What follows belongs to an exercise in optimizing a design on an open flow for small area; a production flow would make more cautious choices.
Only simulation tests tie the RTL to the original design; equivalence was not proved.
Power is estimated from default activity; no workload was simulated.

## the reference run
Design shooter_top, start of the top module:
module shooter_top #(
	parameter int TICK_CYCLES = 64,
	parameter int BULLET_SLOTS = 20,
	parameter int ENEMY_SLOTS = 8
) (
	input  logic                   CLK,
	input  logic                   RESET,
	input  logic                   fire,
	input  logic                   rotate_cw,
	input  logic                   rotate_ccw,
	input  logic                   weapon_switch,
	output shooter_pkg::heading_t  heading,
	output logic [1:0] weapon,
	output shooter_pkg::bcd_score_t score_bcd,
	output logic                   kill,
	output logic [1:0]  kill_type,
	output logic                   step_done
);
export LEC_CHECK = 0
export CAP_MARGIN = 20
export CORE_MARGIN = 2
export CORE_UTILIZATION = 60
export CTS_BUF_LIST = sky130_fd_sc_hd__clkbuf_4
export CTS_CLUSTER_DIAMETER = 40
export CTS_CLUSTER_SIZE = 10
export SLEW_MARGIN = 20
export SYNTH_HIERARCHICAL = 1
create_clock -name core_clock -period 20.0 [get_ports {CLK}]
standard.sh (not shown) runs the stock make flow with config.mk's settings and CLKGATE_MAP_FILE= SYNTH_SCRIPT=/design/flow/synth_recipe.tcl, a recipe that flattens the netlist after the stock synthesis.
==> flow/flow/run.sh <==
#!/bin/bash
# The standard layout with two changes: clock tree synthesis adds no dummy
# loads, and the port buffers are the smallest buffer. CTS_ARGS repeats
# config.mk's CTS_* values, which it replaces.
set -euo pipefail
export CTS_ARGS="-sink_clustering_enable -repair_clock_nets -sink_clustering_size 8 -sink_clustering_max_diameter 35 -buf_list sky130_fd_sc_hd__clkbuf_4 -dont_use_dummy_load"
export BUFFER_PORTS_ARGS="-buffer_cell sky130_fd_sc_hd__buf_1"
bash standard.sh > standard_flow.log 2>&1
The final layout from the reference run, which completed every stage, passed the timing, DRC and antenna checks at the end of the flow.
What the trial run does differently from the reference run at the input level:
Settings: setting GPL_TIMING_DRIVEN to 0 for the first time; changing CAP_MARGIN from 20 to 10; changing SLEW_MARGIN from 20 to 10.
==> flow/flow/run.sh <==
#!/bin/bash
# The standard layout with two changes: clock tree synthesis adds no dummy
# loads, and the port buffers are the smallest buffer. CTS_ARGS repeats
# config.mk's CTS_* values, which it replaces.
set -euo pipefail
export CTS_ARGS="-sink_clustering_enable -repair_clock_nets -sink_clustering_size 10 -sink_clustering_max_diameter 40 -buf_list sky130_fd_sc_hd__clkbuf_4 -dont_use_dummy_load"
export BUFFER_PORTS_ARGS="-buffer_cell sky130_fd_sc_hd__buf_1"
bash standard.sh > standard_flow.log 2>&1
[summary]
The trial run — largest net degree at the start of global routing 51 lower, the reference run as reference
From the reference run to the trial run the numbers moved as follows: non-clock buffer count went up, clock period minus final worst setup slack increased 0.051 ns, worst endpoint data arrival time went up by 0.05 ns.


Another version of the RTL of shooter_top (not shown whole).
For scale: ~1600 cells after synthesis, about 460 flip-flops, roughly 0.017 sq mm of cells after synthesis.
## shooter_top
module shooter_top #(
	parameter int TICK_CYCLES = 64,
	parameter int BULLET_SLOTS = 20,
	parameter int ENEMY_SLOTS = 8
) (
	input  logic                   CLK,
	input  logic                   RESET,
	input  logic                   fire,
	input  logic                   rotate_cw,
	input  logic                   rotate_ccw,
	input  logic                   weapon_switch,
	output shooter_pkg::heading_t  heading,
	output logic [1:0] weapon,
	output shooter_pkg::bcd_score_t score_bcd,
	output logic                   kill,
	output logic [1:0]  kill_type,
	output logic                   step_done
);
	logic       fire_pending;
	logic       fire_take;
	logic [5:0] tick_cnt;
	logic       started;
	logic       probe_valid;
	logic [3:0] probe_heading;
	logic [8:0] probe_dist;
	logic [1:0] probe_weapon;
	logic       hit;
	pilot_controls u_pilot_controls (
		.CLK(CLK), .RESET(RESET),
		.fire(fire), .rotate_cw(rotate_cw), .rotate_ccw(rotate_ccw),
		.weapon_switch(weapon_switch), .fire_take(fire_take),
		.heading(heading), .weapon(weapon), .fire_pending(fire_pending)
	);
	step_sequencer u_step_sequencer (
		.CLK(CLK), .RESET(RESET),
		.tick_cnt(tick_cnt), .started(started), .step_done(step_done)
	);
	assign fire_take = started && (tick_cnt == 6'd0) && fire_pending;
	bullet_pool u_bullet_pool (
		.CLK(CLK), .tick_cnt(tick_cnt), .started(started),
		.fire_take(fire_take), .weapon(weapon), .heading(heading), .hit(hit),
		.probe_valid(probe_valid), .probe_heading(probe_heading),
		.probe_dist(probe_dist), .probe_weapon(probe_weapon)
	);
	enemy_pool u_enemy_pool (
		.CLK(CLK), .RESET(RESET), .tick_cnt(tick_cnt), .started(started),
		.probe_valid(probe_valid), .probe_heading(probe_heading),
		.probe_dist(probe_dist), .probe_weapon(probe_weapon),
		.hit(hit), .kill(kill), .kill_type(kill_type)
	);
	score_keeper u_score_keeper (
		.CLK(CLK), .RESET(RESET),
		.fire_take(fire_take), .kill(kill), .kill_type(kill_type),
		.score_bcd(score_bcd)
	);
  ...
clock: 20.0 ns
lec_check: 0
cap_margin: 20
core_margin: 2
core_utilization: 60
cts_buf_list: sky130_fd_sc_hd__clkbuf_16
cts_cluster_diameter: 80
cts_cluster_size: 32
slew_margin: 20
==> flow/flow/run.sh <==
#!/bin/bash
# The standard layout with two changes: clock tree synthesis adds no dummy
# loads, and the port buffers are the smallest buffer. CTS_ARGS repeats
# config.mk's CTS_* values, which it replaces.
set -euo pipefail
export CTS_ARGS="-sink_clustering_enable -repair_clock_nets -sink_clustering_size 32 -sink_clustering_max_diameter 80 -buf_list sky130_fd_sc_hd__clkbuf_16 -dont_use_dummy_load"
export BUFFER_PORTS_ARGS="-buffer_cell sky130_fd_sc_hd__buf_1"
bash standard.sh > standard_flow.log 2>&1
Then changed:
--- a/flow/flow/run.sh
+++ b/flow/flow/run.sh
@@ -5,3 +5,3 @@
 set -euo pipefail
-export CTS_ARGS="-sink_clustering_enable -repair_clock_nets -sink_clustering_size 32 -sink_clustering_max_diameter 80 -buf_list sky130_fd_sc_hd__clkbuf_16 -dont_use_dummy_load"
+export CTS_ARGS="-sink_clustering_enable -repair_clock_nets -sink_clustering_size 10 -sink_clustering_max_diameter 40 -buf_list sky130_fd_sc_hd__clkbuf_4 -dont_use_dummy_load"
 export BUFFER_PORTS_ARGS="-buffer_cell sky130_fd_sc_hd__buf_1"
--- a/flow/config.mk
+++ b/flow/config.mk
@@ -10,5 +10,5 @@
 export CORE_UTILIZATION = 60
-export CTS_BUF_LIST = sky130_fd_sc_hd__clkbuf_16
-export CTS_CLUSTER_DIAMETER = 80
-export CTS_CLUSTER_SIZE = 32
+export CTS_BUF_LIST = sky130_fd_sc_hd__clkbuf_8
+export CTS_CLUSTER_DIAMETER = 50
+export CTS_CLUSTER_SIZE = 20
 export SLEW_MARGIN = 20
=> The changed run completed without violations; total power goes down by 2.8%; design area stays flat; worst hold slack gains 0.016 ns; non-clock buffer count does not change; via count goes up by 1.7%; register-to-register slack barely changes; die area stays the same.
Then changed:
--- a/flow/flow/run.sh
+++ b/flow/flow/run.sh
@@ -5,3 +5,3 @@
 set -euo pipefail
-export CTS_ARGS="-sink_clustering_enable -repair_clock_nets -sink_clustering_size 10 -sink_clustering_max_diameter 40 -buf_list sky130_fd_sc_hd__clkbuf_4 -dont_use_dummy_load"
+export CTS_ARGS="-sink_clustering_enable -repair_clock_nets -sink_clustering_size 6 -sink_clustering_max_diameter 30 -buf_list sky130_fd_sc_hd__clkbuf_2 -dont_use_dummy_load"
 export BUFFER_PORTS_ARGS="-buffer_cell sky130_fd_sc_hd__buf_1"
--- a/flow/config.mk
+++ b/flow/config.mk
@@ -10,5 +10,5 @@
 export CORE_UTILIZATION = 60
-export CTS_BUF_LIST = sky130_fd_sc_hd__clkbuf_8
-export CTS_CLUSTER_DIAMETER = 50
-export CTS_CLUSTER_SIZE = 20
+export CTS_BUF_LIST = sky130_fd_sc_hd__clkbuf_16
+export CTS_CLUSTER_DIAMETER = 80
+export CTS_CLUSTER_SIZE = 32
 export SLEW_MARGIN = 20
Total power rises slightly; fmax decreases slightly; design area grows slightly; worst setup slack degrades by 0.24 ns; worst hold slack gets worse by 0.12 ns; first-iteration DRC count came out higher by about a fifth; via count goes up slightly; wire length climbs slightly; sequential power stays flat; synthesized area stays the same; clock skew goes up by 0.13 ns.
Then changed:
--- a/flow/flow/run.sh
+++ b/flow/flow/run.sh
@@ -5,3 +5,3 @@
 set -euo pipefail
-export CTS_ARGS="-sink_clustering_enable -repair_clock_nets -sink_clustering_size 6 -sink_clustering_max_diameter 30 -buf_list sky130_fd_sc_hd__clkbuf_2 -dont_use_dummy_load"
+export CTS_ARGS="-sink_clustering_enable -repair_clock_nets -sink_clustering_size 32 -sink_clustering_max_diameter 80 -buf_list sky130_fd_sc_hd__clkbuf_16 -dont_use_dummy_load"
 export BUFFER_PORTS_ARGS="-buffer_cell sky130_fd_sc_hd__buf_1"
--- a/flow/config.mk
+++ b/flow/config.mk
@@ -9,3 +9,3 @@
 export CORE_MARGIN = 2
-export CORE_UTILIZATION = 60
+export CORE_UTILIZATION = 75
 export CTS_BUF_LIST = sky130_fd_sc_hd__clkbuf_16
Outcome: The new run finished clean; via count increases slightly; synthesized area is unchanged; cell area decreases slightly; setup slack gains 0.35 ns; total power increases slightly; global-route usage increases by 7.1 points; sequential power stays flat; flip-flop and latch count does not change; routed wire length increases by a few percent; cell count decreases by a little under a tenth.


Another version of the RTL of shooter_top (not shown whole).
Size in the first run: ~1,600 cells after synthesis, about 460 flip-flops, roughly 36 I/O pins, roughly 0.017 sq mm of cells after synthesis.
==> flow/config.mk <==
export PLATFORM = sky130hd
export DESIGN_NAME = shooter_top
export DESIGN_NICKNAME = shooter_top
export VERILOG_FILES = /design/flow/design.v
export SDC_FILE = /design/flow/constraint.sdc
export NUM_CORES = 4
export LEC_CHECK = 0
export CAP_MARGIN = 20
export CORE_MARGIN = 2
export CORE_UTILIZATION = 40
export SLEW_MARGIN = 20
==> flow/constraint.sdc <==
create_clock -name core_clock -period 20.0 [get_ports {CLK}]
set_input_delay 4.0000 -clock core_clock [delete_from_list [all_inputs] [get_ports {CLK}]]
set_output_delay 4.0000 -clock core_clock [all_outputs]
set_load 0.01 [all_outputs]
run.sh (not shown) runs the stock make flow with config.mk's settings and CLKGATE_MAP_FILE= SYNTH_SCRIPT=/design/flow/synth_recipe.tcl, a recipe that flattens the netlist after the stock synthesis.
Stock flow here: none of the scripts above is used.
The first run completed with no timing, DRC or antenna violations.
Rerun with:
--- a/flow/config.mk
+++ b/flow/config.mk
@@ -8,4 +8,7 @@
 export CAP_MARGIN = 20
 export CORE_MARGIN = 2
-export CORE_UTILIZATION = 40
+export CORE_UTILIZATION = 60
+export CTS_BUF_LIST = sky130_fd_sc_hd__clkbuf_16
+export CTS_CLUSTER_DIAMETER = 50
+export CTS_CLUSTER_SIZE = 30
 export SLEW_MARGIN = 20
The new run finished clean.
Count of clock-buffer cells in the layout goes down by 21.
Routed wire length went down by 3.4%.
Sequential power is about the same.
Setup slack gets worse by 0.051 ns.
Fmax shrinks by 0.33%.
Die area shrinks by 33%.
Cell count went down by 7.7%.
Register-to-register slack got worse by 0.05 ns.
Utilization increases by 22 points.
Rerun with:
--- a/flow/config.mk
+++ b/flow/config.mk
@@ -9,6 +9,6 @@
 export CORE_MARGIN = 2
 export CORE_UTILIZATION = 60
-export CTS_BUF_LIST = sky130_fd_sc_hd__clkbuf_16
+export CTS_BUF_LIST = sky130_fd_sc_hd__clkbuf_8
 export CTS_CLUSTER_DIAMETER = 50
-export CTS_CLUSTER_SIZE = 30
+export CTS_CLUSTER_SIZE = 20
 export SLEW_MARGIN = 20
The changed run ran to the end with no violations.
Die area stays the same.
Global-route usage shrinks by 0.45 points.
Power goes down by 13%.
Design area fell by about 2.6%.
Non-clock buffer count does not change.
Cell count hardly moves.


shooter_top with an RTL version that a note above also has.
Size: roughly 1600 cells after synthesis, ~460 flip-flops, roughly 17000 um^2 of cells after synthesis.
export LEC_CHECK = 0
export CAP_MARGIN = 20
export CORE_MARGIN = 2
export CORE_UTILIZATION = 60
export CTS_BUF_LIST = sky130_fd_sc_hd__clkbuf_4
export CTS_CLUSTER_DIAMETER = 40
export CTS_CLUSTER_SIZE = 10
export SLEW_MARGIN = 20
export SYNTH_HIERARCHICAL = 1
create_clock -name core_clock -period 20.0 [get_ports {CLK}]
standard.sh (not shown) runs the stock make flow with config.mk's settings and CLKGATE_MAP_FILE= SYNTH_SCRIPT=/design/flow/synth_recipe.tcl, a recipe that flattens the netlist after the stock synthesis.
==> flow/flow/run.sh <==
#!/bin/bash
# The standard layout with two changes: clock tree synthesis adds no dummy
# loads, and the port buffers are the smallest buffer. CTS_ARGS repeats
# config.mk's CTS_* values, which it replaces.
set -euo pipefail
export CTS_ARGS="-sink_clustering_enable -repair_clock_nets -sink_clustering_size 14 -sink_clustering_max_diameter 45 -buf_list {sky130_fd_sc_hd__clkbuf_4 sky130_fd_sc_hd__clkbuf_8} -dont_use_dummy_load"
export BUFFER_PORTS_ARGS="-buffer_cell sky130_fd_sc_hd__buf_1"
bash standard.sh > standard_flow.log 2>&1
Then changed:
--- a/flow/flow/run.sh
+++ b/flow/flow/run.sh
@@ -6 +6 @@
-export CTS_ARGS="-sink_clustering_enable -repair_clock_nets -sink_clustering_size 14 -sink_clustering_max_diameter 45 -buf_list {sky130_fd_sc_hd__clkbuf_4 sky130_fd_sc_hd__clkbuf_8} -dont_use_dummy_load"
+export CTS_ARGS="-sink_clustering_enable -repair_clock_nets -sink_clustering_size 10 -sink_clustering_max_diameter 40 -buf_list sky130_fd_sc_hd__clkbuf_4 -dont_use_dummy_load"
- PLACE_DENSITY: unset -> 0.75
=>
- clock power went down by 19%
- global-route usage went down by 0.44 points
- core utilization went down by 0.80 points
Then changed:
- CTS_BUF_LIST: sky130_fd_sc_hd__clkbuf_4 -> sky130_fd_sc_hd__clkbuf_8
- CTS_CLUSTER_DIAMETER: 40 -> 50
- CTS_CLUSTER_SIZE: 10 -> 20
- PLACE_DENSITY: 0.75 -> unset
- SYNTH_HIERARCHICAL: 1 -> unset
Result: Wire length rises by a little under a tenth; cell area increases slightly; maximum frequency increases slightly; worst setup slack gains 0.27 ns; power falls slightly; die area climbs slightly; sequential power decreases slightly; core utilization increases by 0.35 points; area after synthesis grows slightly.
Then changed:
--- a/flow/flow/run.sh
+++ b/flow/flow/run.sh
@@ -7,0 +8 @@
+export RECOVER_POWER=100
- CTS_BUF_LIST: sky130_fd_sc_hd__clkbuf_8 -> sky130_fd_sc_hd__clkbuf_4
- CTS_CLUSTER_DIAMETER: 50 -> 40
- CTS_CLUSTER_SIZE: 20 -> 10
- SYNTH_HIERARCHICAL: unset -> 1
Outcome: The new run finished with capacitance limit, slew limit left; area after synthesis came out lower by 1.2%; setup slack got worse by 1.7 ns; total power came out higher by about 1%; via count came out lower by about 1.4%; first-iteration DRC count came out lower by about 16%; utilization came out lower by 0.57 points; wire length came out lower by 5.3%; clock power came out higher by about 1%; sequential power came out higher by about 0.9%; global-route usage came out lower by 1.2 points; cell count came out lower by about 0.4%.
Then changed:
--- a/flow/flow/run.sh
+++ b/flow/flow/run.sh
@@ -8 +7,0 @@
-export RECOVER_POWER=100
Outcome: The new run completed without violations; core utilization grows by 0.25 points; synthesized cell count does not change; die area stays the same; non-clock buffer count does not change; global-route usage stays the same.
Then changed:
--- a/flow/flow/run.sh
+++ b/flow/flow/run.sh
@@ -6 +6 @@
-export CTS_ARGS="-sink_clustering_enable -repair_clock_nets -sink_clustering_size 10 -sink_clustering_max_diameter 40 -buf_list sky130_fd_sc_hd__clkbuf_4 -dont_use_dummy_load"
+export CTS_ARGS="-sink_clustering_enable -repair_clock_nets -sink_clustering_size 10 -sink_clustering_max_diameter 40 -buf_list {sky130_fd_sc_hd__clkbuf_2 sky130_fd_sc_hd__clkbuf_4} -dont_use_dummy_load"
What happened:
- die area does not change
- combinational power hardly moves
- routed wire length stays the same
- flip-flop and latch count is unchanged
- sequential power barely changes
- power does not change
- design area does not change
- setup slack is unchanged
- global-route usage is unchanged


shooter_top with an RTL version that a note above also has.
For scale: roughly 1600 cells after synthesis, ~460 flip-flops.
clock: 20.0 ns
lec_check: 0
cap_margin: 20
core_margin: 2
core_utilization: 60
cts_buf_list: sky130_fd_sc_hd__clkbuf_8
cts_cluster_diameter: 50
cts_cluster_size: 20
slew_margin: 20
==> flow/flow/run.sh <==
#!/bin/bash
# The standard layout with two changes: clock tree synthesis adds no dummy
# loads, and the port buffers are the smallest buffer. CTS_ARGS repeats
# config.mk's CTS_* values, which it replaces.
set -euo pipefail
export CTS_ARGS="-sink_clustering_enable -repair_clock_nets -sink_clustering_size 32 -sink_clustering_max_diameter 80 -buf_list sky130_fd_sc_hd__clkbuf_16 -dont_use_dummy_load"
export BUFFER_PORTS_ARGS="-buffer_cell sky130_fd_sc_hd__buf_1"
bash standard.sh > standard_flow.log 2>&1
The first run ran to the end with no violations.
Edit:
--- a/flow/flow/run.sh
+++ b/flow/flow/run.sh
@@ -5,3 +5,3 @@
 set -euo pipefail
-export CTS_ARGS="-sink_clustering_enable -repair_clock_nets -sink_clustering_size 32 -sink_clustering_max_diameter 80 -buf_list sky130_fd_sc_hd__clkbuf_16 -dont_use_dummy_load"
+export CTS_ARGS="-sink_clustering_enable -repair_clock_nets -sink_clustering_size 10 -sink_clustering_max_diameter 40 -buf_list sky130_fd_sc_hd__clkbuf_4 -dont_use_dummy_load"
 export BUFFER_PORTS_ARGS="-buffer_cell sky130_fd_sc_hd__buf_1"
- CTS_BUF_LIST: sky130_fd_sc_hd__clkbuf_8 -> sky130_fd_sc_hd__clkbuf_4
- CTS_CLUSTER_DIAMETER: 50 -> 40
- CTS_CLUSTER_SIZE: 20 -> 10
- SYNTH_HIERARCHICAL: default -> 1
What happened: The changed run went through all stages and came out clean; first-iteration DRC count goes down by 2.1%; sequential power barely changes; via count goes down by 3.3%; wire length goes down by 4.7%; count of clock-buffer cells in the layout goes up by 38.
Edit:
--- a/flow/flow/run.sh
+++ b/flow/flow/run.sh
@@ -5,3 +5,3 @@
 set -euo pipefail
-export CTS_ARGS="-sink_clustering_enable -repair_clock_nets -sink_clustering_size 10 -sink_clustering_max_diameter 40 -buf_list sky130_fd_sc_hd__clkbuf_4 -dont_use_dummy_load"
+export CTS_ARGS="-sink_clustering_enable -repair_clock_nets -sink_clustering_size 20 -sink_clustering_max_diameter 50 -buf_list sky130_fd_sc_hd__clkbuf_8 -dont_use_dummy_load"
 export BUFFER_PORTS_ARGS="-buffer_cell sky130_fd_sc_hd__buf_1"
- CTS_BUF_LIST: sky130_fd_sc_hd__clkbuf_4 -> sky130_fd_sc_hd__clkbuf_8
- CTS_CLUSTER_DIAMETER: 40 -> 50
- CTS_CLUSTER_SIZE: 10 -> 20
- SYNTH_HIERARCHICAL: 1 -> default
What happened: The changed run passed the timing, DRC and antenna checks. Sequential share of layout area falls by 1.2 points. Via count went up by 4.5%. Design area is higher by 2.4%.

==> re-timing with driven ports <==
In the flow no input, the clock included, has a driving cell. The finished layouts below were timed again as built, in two steps.
Step 1, drivers: a clkbuf_16 drives CLK and a buf_2 each remaining input, both assumed.
Step 2, shift: input delay + t, output delay - t, t = (earliest + latest rising clock arrival at the registers) / 2. This alone moves slack from input paths to output paths.
Three values: ideal, step 1, step 2; two values: the first two.
| run | t, ns | setup slack, ns | pins driven straight from the clock port |
|---|---|---|---|
| the reference run | 0.696 | 4.694 / 4.652 / 5.274 | 1 |
| the trial run | 0.713 | 4.643 / 4.596 / 5.050 | 1 |
| the first run of note 2 | 0.566 | 4.909 / 4.856 / 5.421 | 1 |
| the second run of note 2 | 0.730 | 4.728 / 4.684 / 5.414 | 1 |
| the third run of note 2 | 0.887 | 4.492 / 4.446 / 5.333 | 1 |
| the fourth run of note 2 | 0.573 | 4.843 / 4.791 / 5.363 | 1 |
| the first run of note 3 | 0.614 | 4.525 / 4.525 / 4.525 | 1 |
| the second run of note 3 | 0.585 | 4.474 / 4.474 / 4.474 | 1 |
| the third run of note 3 | 0.603 | 4.505 / 4.505 / 4.505 | 1 |
| the first run of note 4 | 0.590 | 4.764 / 4.722 / 5.235 | 1 |
| the second run of note 4 | 0.734 | 4.815 / 4.771 / 5.353 | 1 |
| the third run of note 4 | 0.719 | 5.085 / 5.040 / 5.759 | 1 |
| the fourth run of note 4 | 0.733 | 3.400 / 3.358 / 3.767 | 1 |
| the fifth run of note 4 | 0.732 | 4.730 / 4.689 / 5.309 | 1 |
| the sixth run of note 4 | 0.732 | 4.730 / 4.689 / 5.309 | 1 |
| the first run of note 5 | 0.566 | 4.909 / 4.856 / 5.421 | 1 |
| the second run of note 5 | 0.726 | 4.599 / 4.552 / 5.278 | 1 |
| the third run of note 5 | 0.594 | 4.885 / 4.835 / 5.428 | 1 |
